Background: an optimization exercise with open tools, aiming at small area. Do not read the settings as production practice. Function was checked by simulation only, so behaviour that the tests miss may differ from the original. Power and IR drop assume default switching activity.

## north
==> flow/design.v <==
module wb_regfile #(
   parameter logic [31:0] SP_RESET = 32'h0000_0FFC
) (
   input  logic        clk,
   input  logic        reset,
   input  logic        w_reg_ctl,
   input  logic [1:0]  mem_to_reg,
   input  logic [31:0] mem_data,
   input  logic [31:0] alu_result,
   input  logic [31:0] pc_value,
   input  logic [4:0]  w_reg_addr,
   input  logic [4:0]  rs_addr,
   input  logic [4:0]  rt_addr,
   output logic [31:0] rs_data,
   output logic [31:0] rt_data,
   output logic [31:0] wb_data,
   output logic        wb_en,
   output logic [31:0] wb_count
);
   localparam int unsigned SP_INDEX = 29;
   logic [31:0] regs_q [32];
   logic [31:0] wb_count_q;
   logic        src_alu, src_mem, src_pc;
   logic [31:0] wb_n;
   assign src_mem = (mem_to_reg == 2'd1);
   assign src_pc  = (mem_to_reg == 2'd2);
   assign src_alu = !src_mem && !src_pc;
   for (genvar b = 0; b < 32; b++) begin : g_wb
      rd_aoi222 u_wb (
         .a(alu_result[b]), .b(mem_data[b]), .c(pc_value[b]),
         .sa(src_alu), .sb(src_mem), .sc(src_pc), .y_n(wb_n[b])
      );
   end
   assign wb_data = ~wb_n;
   assign wb_en    = w_reg_ctl && (w_reg_addr != 5'd0);
   assign wb_count = wb_count_q;
   logic        reset_n;
   logic [31:0] col_dn;
   logic [31:0] col_sp_n;
   assign reset_n = !reset;
   for (genvar b = 0; b < 32; b++) begin : g_col
      hf_or2 u_col (.a(wb_n[b]), .b(reset), .y(col_dn[b]));
      if (SP_RESET[b]) begin : g_sp1
         hf_and2 u_sp (.a(wb_n[b]), .b(reset_n), .y(col_sp_n[b]));
      end else begin : g_sp0
         assign col_sp_n[b] = col_dn[b];
      end
   end
   logic [3:0]  w_lo, w_lo_r;
   logic [7:0]  w_hi, w_hi_r;
   logic [31:0] row_en;
   dec_2to4 u_wlo (.a(w_reg_addr[1:0]), .en(w_reg_ctl), .y(w_lo));
   dec_3to8 u_whi (.a(w_reg_addr[4:2]), .y(w_hi));
   assign w_lo_r = w_lo | {4{reset}};
   assign w_hi_r = w_hi | {8{reset}};
   assign row_en[0] = reset;
   for (genvar i = 1; i < 32; i++) begin : g_ren
      hf_and2 u_ren (.a(w_lo_r[i % 4]), .b(w_hi_r[i / 4]), .y(row_en[i]));
   end
   assign regs_q[0] = '0;
   for (genvar i = 1; i < 32; i++) begin : g_row
      logic [31:0] nxt;
      for (genvar b = 0; b < 32; b++) begin : g_b
         wr_bit u_wr (
            .q(regs_q[i][b]), .we_a(row_en[i]), .we_b(row_en[i]),
            .d_n((i == SP_INDEX) ? col_sp_n[b] : col_dn[b]), .nxt(nxt[b])
         );
      end
      always_ff @(posedge clk) regs_q[i] <= nxt;
   end
   logic [7:0]  grp_c;       
   logic [7:0]  grp_ones;    
   logic [31:0] bit_c;       
   logic [31:0] bit_co;      
   logic [31:0] wb_count_d;
   assign grp_c[0] = wb_en && !reset;
   for (genvar k = 0; k < 8; k++) begin : g_cgrp
      assign grp_ones[k] = &wb_count_q[4*k+3:4*k];
      if (k > 0) begin : g_skip
         assign grp_c[k] = grp_c[k-1] && grp_ones[k-1];
      end
      for (genvar j = 0; j < 4; j++) begin : g_cbit
         if (j == 0) begin : g_first
            assign bit_c[4*k] = grp_c[k];
         end else begin : g_next
            assign bit_c[4*k+j] = bit_co[4*k+j-1];
         end
         cnt_bit u_cnt (
            .q(wb_count_q[4*k+j]), .t(bit_c[4*k+j]), .clr_n(!reset),
            .d(wb_count_d[4*k+j]), .t_out(bit_co[4*k+j])
         );
      end
   end
   always_ff @(posedge clk) wb_count_q <= wb_count_d;
   logic        rs_byp, rt_byp;
   logic [31:0] rs_sel, rt_sel;
   logic [3:0]  rs_lo, rt_lo;
   logic [7:0]  rs_hi, rt_hi;
   logic [31:0] slot_d [32];
   hf_and2 u_rsbyp (.a(wb_en), .b(rs_addr == w_reg_addr), .y(rs_byp));
   hf_and2 u_rtbyp (.a(wb_en), .b(rt_addr == w_reg_addr), .y(rt_byp));
   dec_2to4 u_rslo (.a(rs_addr[1:0]), .en(!rs_byp), .y(rs_lo));
   dec_3to8 u_rshi (.a(rs_addr[4:2]), .y(rs_hi));
   dec_2to4 u_rtlo (.a(rt_addr[1:0]), .en(!rt_byp), .y(rt_lo));
   dec_3to8 u_rthi (.a(rt_addr[4:2]), .y(rt_hi));
   assign rs_sel[0] = rs_byp;
   assign rt_sel[0] = rt_byp;
   for (genvar i = 1; i < 32; i++) begin : g_sel
      hf_and2 u_rs (.a(rs_lo[i % 4]), .b(rs_hi[i / 4]), .y(rs_sel[i]));
      hf_and2 u_rt (.a(rt_lo[i % 4]), .b(rt_hi[i / 4]), .y(rt_sel[i]));
   end
   always_comb begin
      slot_d[0] = wb_data;
      for (int i = 1; i < 32; i++) slot_d[i] = regs_q[i];
   end
   logic [10:0] rs_part_n [32];
   logic [10:0] rt_part_n [32];
   for (genvar b = 0; b < 32; b++) begin : g_bit
      for (genvar g = 0; g < 10; g++) begin : g_grp
         rd_aoi222 u_rs (
            .a(slot_d[3*g][b]), .b(slot_d[3*g+1][b]), .c(slot_d[3*g+2][b]),
            .sa(rs_sel[3*g]), .sb(rs_sel[3*g+1]), .sc(rs_sel[3*g+2]),
            .y_n(rs_part_n[b][g])
         );
         rd_aoi222 u_rt (
            .a(slot_d[3*g][b]), .b(slot_d[3*g+1][b]), .c(slot_d[3*g+2][b]),
            .sa(rt_sel[3*g]), .sb(rt_sel[3*g+1]), .sc(rt_sel[3*g+2]),
            .y_n(rt_part_n[b][g])
         );
      end
      rd_aoi22 u_rs_last (
         .a(slot_d[30][b]), .b(slot_d[31][b]), .sa(rs_sel[30]), .sb(rs_sel[31]),
         .y_n(rs_part_n[b][10])
      );
      rd_aoi22 u_rt_last (
         .a(slot_d[30][b]), .b(slot_d[31][b]), .sa(rt_sel[30]), .sb(rt_sel[31]),
         .y_n(rt_part_n[b][10])
      );
      rd_nand11 u_rs_or (.p(rs_part_n[b]), .y(rs_data[b]));
      rd_nand11 u_rt_or (.p(rt_part_n[b]), .y(rt_data[b]));
   end
endmodule
module rd_aoi222 (
   input  logic a,
   input  logic b,
   input  logic c,
   input  logic sa,
   input  logic sb,
   input  logic sc,
   output logic y_n
);
   assign y_n = ~((a & sa) | (b & sb) | (c & sc));
endmodule
module rd_aoi22 (
   input  logic a,
   input  logic b,
   input  logic sa,
   input  logic sb,
   output logic y_n
);
   assign y_n = ~((a & sa) | (b & sb));
endmodule
module rd_nand11 (
   input  logic [10:0] p,
   output logic        y
);
   assign y = ~&p;
endmodule
module dec_2to4 (
   input  logic [1:0] a,
   input  logic       en,
   output logic [3:0] y
);
   always_comb begin
      for (int i = 0; i < 4; i++) y[i] = en && (a == 2'(i));
   end
endmodule
module dec_3to8 (
   input  logic [2:0] a,
   output logic [7:0] y
);
   always_comb begin
      for (int i = 0; i < 8; i++) y[i] = (a == 3'(i));
   end
endmodule
module cnt_bit (
   input  logic q,
   input  logic t,
   input  logic clr_n,
   output logic d,
   output logic t_out
);
   logic s;
   cnt_ha u_ha (.a(q), .b(t), .s(s), .c(t_out));
   assign d = s && clr_n;
endmodule
module cnt_ha (
   input  logic a,
   input  logic b,
   output logic s,
   output logic c
);
   assign s = a ^ b;
   assign c = a && b;
endmodule
module hf_and2 (
   input  logic a,
   input  logic b,
   output logic y
);
   assign y = a & b;
endmodule
module hf_or2 (
   input  logic a,
   input  logic b,
   output logic y
);
   assign y = a | b;
endmodule
module wr_bit (
   input  logic q,
   input  logic we_a,
   input  logic we_b,
   input  logic d_n,
   output logic nxt
);
   assign nxt = ~((~q & ~we_a) | (d_n & we_b));
endmodule
==> flow/config.mk <==
export PLATFORM = sky130hd
export DESIGN_NAME = wb_regfile
export DESIGN_NICKNAME = wb_regfile
export VERILOG_FILES = /design/flow/design.v
export SDC_FILE = /design/flow/constraint.sdc
export NUM_CORES = 4
export LEC_CHECK = 0
export CAP_MARGIN = 20
export CORE_MARGIN = 2
export CORE_UTILIZATION = 50
export GPL_TIMING_DRIVEN = 0
export PLACE_DENSITY = 0.62
export SETUP_SLACK_MARGIN = 0.1
export SLEW_MARGIN = 20
export SYNTH_HIERARCHICAL = 1
export SYNTH_MINIMUM_KEEP_SIZE = 0
==> flow/constraint.sdc <==
create_clock -name core_clock -period 8.0 [get_ports {clk}]
set_input_delay 1.6000 -clock core_clock [delete_from_list [all_inputs] [get_ports {clk}]]
set_output_delay 1.6000 -clock core_clock [all_outputs]
set_load 0.01 [all_outputs]
standard.sh (not shown) runs the stock make flow with config.mk's settings and CLKGATE_MAP_FILE= SYNTH_SCRIPT=/design/flow/synth_recipe.tcl, a recipe that flattens the netlist after the stock synthesis.
==> flow/flow/run.sh <==
#!/bin/bash
# Own layout flow: the standard ORFS flow (standard.sh: unchanged
# synthesis, floorplan, power grid, placement and routing) with these knobs:
# - port buffers use the smallest buffer (repair_design upsizes any that
#   drive large loads);
# - after the floorplan, lightly loaded cells go to their smallest drive
#   strength (flow/downsize.tcl);
# - before repair_design, drivers of heavily loaded nets are upsized
#   (flow/pre_resize.tcl);
# - clock tree synthesis clusters more sinks per leaf buffer and inserts no
#   dummy balancing loads.
# The full output of make goes to flow_make.log in the work folder; ORFS
# keeps each step's own log under orfs/logs/.
set -euo pipefail
W=$(pwd)
CTS="-sink_clustering_enable -repair_clock_nets -dont_use_dummy_load -sink_clustering_size 24 -sink_clustering_max_diameter 80"
bash standard.sh \
   "BUFFER_PORTS_ARGS=-buffer_cell sky130_fd_sc_hd__buf_1" \
   "POST_FLOORPLAN_TCL=$W/flow/downsize.tcl" \
   "PRE_RESIZE_TCL=$W/flow/pre_resize.tcl" \
   "CTS_ARGS=$CTS" \
   finish > "$W/flow_make.log" 2>&1
==> flow/flow/pre_resize.tcl <==
# Runs before ORFS's repair_design (PRE_RESIZE_TCL).
# Each net with many loads (the read-select, row-enable and column-data
# lines, and the port buffers that feed wide fanouts) gets its driver
# replaced by the X4 cell of the same function, so repair_design does not
# have to split the net with chains of large buffers.
set db [ord::get_db]
set up 0
foreach net [[ord::get_db_block] getNets] {
  if {[$net getSigType] ne "SIGNAL"} continue
  set fo 0
  set drv ""
  foreach it [$net getITerms] {
    if {[$it isOutputSignal]} { set drv $it } elseif {[$it isInputSignal]} { incr fo }
  }
  if {$drv eq "" || $fo < 16} continue
  set inst [$drv getInst]
  set mname [[$inst getMaster] getName]
  if {![regexp {^(sky130_fd_sc_hd__[a-z0-9]+)_(\d+)$} $mname -> base sz]} continue
  if {[regexp {df|dl|clk} $base] || $sz >= 4} continue
  if {[$db findMaster ${base}_4] eq "NULL"} continue
  replace_cell [sta::find_instance [$inst getName]] ${base}_4
  incr up
}
puts "pre_resize: upsized $up drivers of nets with 16 or more loads"
Other scripts of this flow, unchanged in this note and not shown: flow/flow/downsize.tcl
[inputs] south vs north
==> flow/flow/run.sh <==
#!/bin/bash
# Own layout flow: the standard ORFS flow (standard.sh: unchanged
# synthesis, floorplan, power grid, placement and routing) with these knobs:
# - port buffers use the smallest buffer (repair_design upsizes any that
#   drive large loads);
# - after the floorplan, lightly loaded cells go to their smallest drive
#   strength (flow/downsize.tcl);
# - before repair_design, drivers of heavily loaded nets are upsized
#   (flow/pre_resize.tcl);
# - clock tree synthesis uses X4 clock buffers, each driving up to nine
#   nearby flip-flops, and inserts no
#   dummy balancing loads.
# The full output of make goes to flow_make.log in the work folder; ORFS
# keeps each step's own log under orfs/logs/.
set -euo pipefail
W=$(pwd)
CTS="-sink_clustering_enable -repair_clock_nets -dont_use_dummy_load -buf_list sky130_fd_sc_hd__clkbuf_4 -sink_clustering_size 9 -sink_clustering_max_diameter 40"
bash standard.sh \
   "BUFFER_PORTS_ARGS=-buffer_cell sky130_fd_sc_hd__buf_1" \
   "POST_FLOORPLAN_TCL=$W/flow/downsize.tcl" \
   "PRE_RESIZE_TCL=$W/flow/pre_resize.tcl" \
   "CTS_ARGS=$CTS" \
   finish > "$W/flow_make.log" 2>&1
==> flow/flow/pre_resize.tcl <==
# Runs before ORFS's repair_design (PRE_RESIZE_TCL).
# Each net with many loads (the read-select, row-enable and column-data
# lines, and the port buffers that feed wide fanouts) gets its driver
# replaced by a stronger cell of the same function, so repair_design does
# not have to split the net with chains of large buffers: the X2 cell where
# its slew at the placed loads stays well inside the limit, else the X4 cell.
set db [ord::get_db]
set hf {}
foreach net [[ord::get_db_block] getNets] {
  if {[$net getSigType] ne "SIGNAL"} continue
  set fo 0
  set drv ""
  foreach it [$net getITerms] {
    if {[$it isOutputSignal]} { set drv $it } elseif {[$it isInputSignal]} { incr fo }
  }
  if {$drv eq "" || $fo < 16} continue
  set inst [$drv getInst]
  set mname [[$inst getMaster] getName]
  if {![regexp {^(sky130_fd_sc_hd__[a-z0-9]+)_(\d+)$} $mname -> base sz]} continue
  if {[regexp {df|dl|clk} $base] || $sz >= 4} continue
  if {[$db findMaster ${base}_4] eq "NULL"} continue
  set to ${base}_4
  if {$sz < 2 && [$db findMaster ${base}_2] ne "NULL"} { set to ${base}_2 }
  replace_cell [sta::find_instance [$inst getName]] $to
  lappend hf [list $inst $net $base]
}
estimate_parasitics -placement
set x2 0
set x4 0
foreach e $hf {
  lassign $e inst net base
  set worst 0.0
  foreach it [$net getITerms] {
    if {![$it isInputSignal]} continue
    set p [get_pins "[[$it getInst] getName]/[[$it getMTerm] getName]"]
    set s [get_property $p slew_max]
    if {$s > $worst} { set worst $s }
  }
  if {[string match "*_4" [[$inst getMaster] getName]]} { incr x4; continue }
  if {$worst > 0.9e-9 && $worst > 0.9} {
    replace_cell [sta::find_instance [$inst getName]] ${base}_4
    incr x4
  } else {
    incr x2
  }
}
puts "pre_resize: upsized [llength $hf] drivers of nets with 16 or more loads: $x2 to X2, $x4 to X4"
- south vs north on global-route usage over all layers: south is the higher one.
- Reported for north and south, fraction of registers with async set/reset turned out identical to the last digit.
- Compared north against south; fraction of standard cell area in multi-input logic within noise.
- [compare] base=north new=south: utilization shows a reduction of 0.16 points; number of standard cells in the final layout excluding fillers shows an increase of about 2.4%; sequential power shows no meaningful change; layout filler cell count shows an increase of 90.
- Between north and south, the area share of buffers outside the clock network does not differ in any meaningful way.
- Power consumption for south is lower than for north.
## Diff of input files: east against south
Settings: changing CORE_UTILIZATION from 50 to 60; changing PLACE_DENSITY from 0.62 to 0.72.
### Flow results
- After detailed routing, south needs more wire than east.
- Area added between synthesis and finish: east vs south down 0.82 points
- Compared east vs south, and hold slack is down in east.
- east vs south, library cell contributing the largest single delay on the critical path: sky130_fd_sc_hd__or3_1 vs sky130_fd_sc_hd__and2_4


wb_regfile, a different RTL version from the one above (not shown whole).
For scale: about 2,300 cells after synthesis, about 1,000 flip-flops, ~250 I/O pins, roughly 42,000 sq um of cells after synthesis.
// wb_regfile
module wb_regfile #(
   parameter logic [31:0] SP_RESET = 32'h0000_0FFC
) (
   input  logic        clk,
   input  logic        reset,
   input  logic        w_reg_ctl,
   input  logic [1:0]  mem_to_reg,
   input  logic [31:0] mem_data,
   input  logic [31:0] alu_result,
   input  logic [31:0] pc_value,
   input  logic [4:0]  w_reg_addr,
   input  logic [4:0]  rs_addr,
   input  logic [4:0]  rt_addr,
   output logic [31:0] rs_data,
   output logic [31:0] rt_data,
   output logic [31:0] wb_data,
   output logic        wb_en,
   output logic [31:0] wb_count
);
   localparam int unsigned SP_INDEX = 29;
   logic [31:0] regs_q [32];
   logic [31:0] wb_count_q;
   logic        src_alu, src_mem, src_pc;
   logic [31:0] wb_n;
   assign src_mem = (mem_to_reg == 2'd1);
   assign src_pc  = (mem_to_reg == 2'd2);
   assign src_alu = !src_mem && !src_pc;
   for (genvar b = 0; b < 32; b++) begin : g_wb
      rd_aoi222 u_wb (
         .a(alu_result[b]), .b(mem_data[b]), .c(pc_value[b]),
         .sa(src_alu), .sb(src_mem), .sc(src_pc), .y_n(wb_n[b])
      );
   end
   assign wb_data = ~wb_n;
   assign wb_en    = w_reg_ctl && (w_reg_addr != 5'd0);
   assign wb_count = wb_count_q;
   logic        reset_n;
   logic [31:0] col_d;
   logic [31:0] col_sp;
   assign reset_n = !reset;
   for (genvar b = 0; b < 32; b++) begin : g_col
      hf_and2 u_col (.a(wb_data[b]), .b(reset_n), .y(col_d[b]));
      if (SP_RESET[b]) begin : g_sp1
         hf_or2 u_sp (.a(wb_data[b]), .b(reset), .y(col_sp[b]));
      end else begin : g_sp0
         assign col_sp[b] = col_d[b];
      end
   end
  ...
clock: 8.0 ns
lec_check: 0
cap_margin: 20
core_margin: 2
core_utilization: 40
gpl_timing_driven: 0
place_density: 0.55
setup_slack_margin: 0.3
slew_margin: 20
synth_hierarchical: 1
synth_minimum_keep_size: 0
run.sh (not shown) runs the stock make flow with config.mk's settings and CLKGATE_MAP_FILE= SYNTH_SCRIPT=/design/flow/synth_recipe.tcl, a recipe that flattens the netlist after the stock synthesis.
Stock flow here: none of the scripts above is used.
Rerun with:
==> flow/flow/run.sh (new file) <==
#!/bin/bash
# Own layout flow: the standard ORFS flow (standard.sh, unchanged
# synthesis, floorplan, power grid and routing) with three layout knobs:
# - port buffers use the smallest buffer (repair_design upsizes any that
#   drive large loads);
# - clock tree synthesis clusters more sinks per leaf buffer and inserts no
#   dummy balancing loads;
# The full output of make goes to flow_make.log in the work folder; ORFS
# keeps each step's own log under orfs/logs/.
set -euo pipefail
W=$(pwd)
CTS="-sink_clustering_enable -repair_clock_nets -dont_use_dummy_load -sink_clustering_size 24 -sink_clustering_max_diameter 80"
bash standard.sh \
   "BUFFER_PORTS_ARGS=-buffer_cell sky130_fd_sc_hd__buf_1" \
   "CTS_ARGS=$CTS" \
   finish > "$W/flow_make.log" 2>&1
==> flow/standard.sh (new file) <==
#!/bin/bash
# synth_recipe.tcl (not shown) runs the flow's synth.tcl, then flattens the netlist and writes it again
# the make line also repeats each setting of config.mk as NAME=value (left out here)
make -C /OpenROAD-flow-scripts/flow DESIGN_CONFIG=/design/flow/config.mk WORK_HOME=/design/flow/orfs CLKGATE_MAP_FILE= SYNTH_SCRIPT=/design/flow/synth_recipe.tcl "${@:-finish}"
removed: flow/run.sh
The new run produced a clean layout.
Area after synthesis does not change.
Global-route usage is lower by 0.56 points.
Wire length is lower by about 1.9%.
Hold slack is about the same.
Worst setup slack got worse by 0.11 ns.
Register-to-register slack is about the same.
Count of clock-buffer cells in the layout is lower by 82.

-- afterwards: timing with drivers on the ports --
How much do the figures lean on ideal ports? The routed layouts below were timed once more, with nothing changed but the port constraints. Step 1 assumes that a clkbuf_16 drives the clock port and a buf_2 every other input. Step 2 adds t to the input delays and takes it off the output delays; t is the mean of the earliest and latest rising clock arrival at the registers after step 1. Input paths then give back, and output paths get back, about the clock's delay inside the block. Three values: ideal ports, drivers, drivers and shift; two values: the first two.
run	shift t [ns]	setup WS [ns]	clock arrival spread, ns	worst data-port slew with drivers (ns)	pins driven straight from the clock port
north	0.700	0.692 / 0.670 / 0.670	0.076 / 0.076	0.05	1
south	1.113	0.654 / 0.633 / 0.633	0.136 / 0.136	0.05	1
east	1.046	0.690 / 0.666 / 0.666	0.123 / 0.123	0.06	1
the first run of note 2	0.752	0.435 / 0.404 / -0.220	0.027 / 0.027	0.14	1
the second run of note 2	0.696	0.330 / 0.187 / -0.181	0.063 / 0.064	0.14	1
Met with ideal ports but missed after step 2: setup timing in the first run of note 2 and the second run of note 2. For the first run of note 2, which loses most, drivers alone change the setup slack by -0.031 ns; drivers and shift together by -0.655 ns.
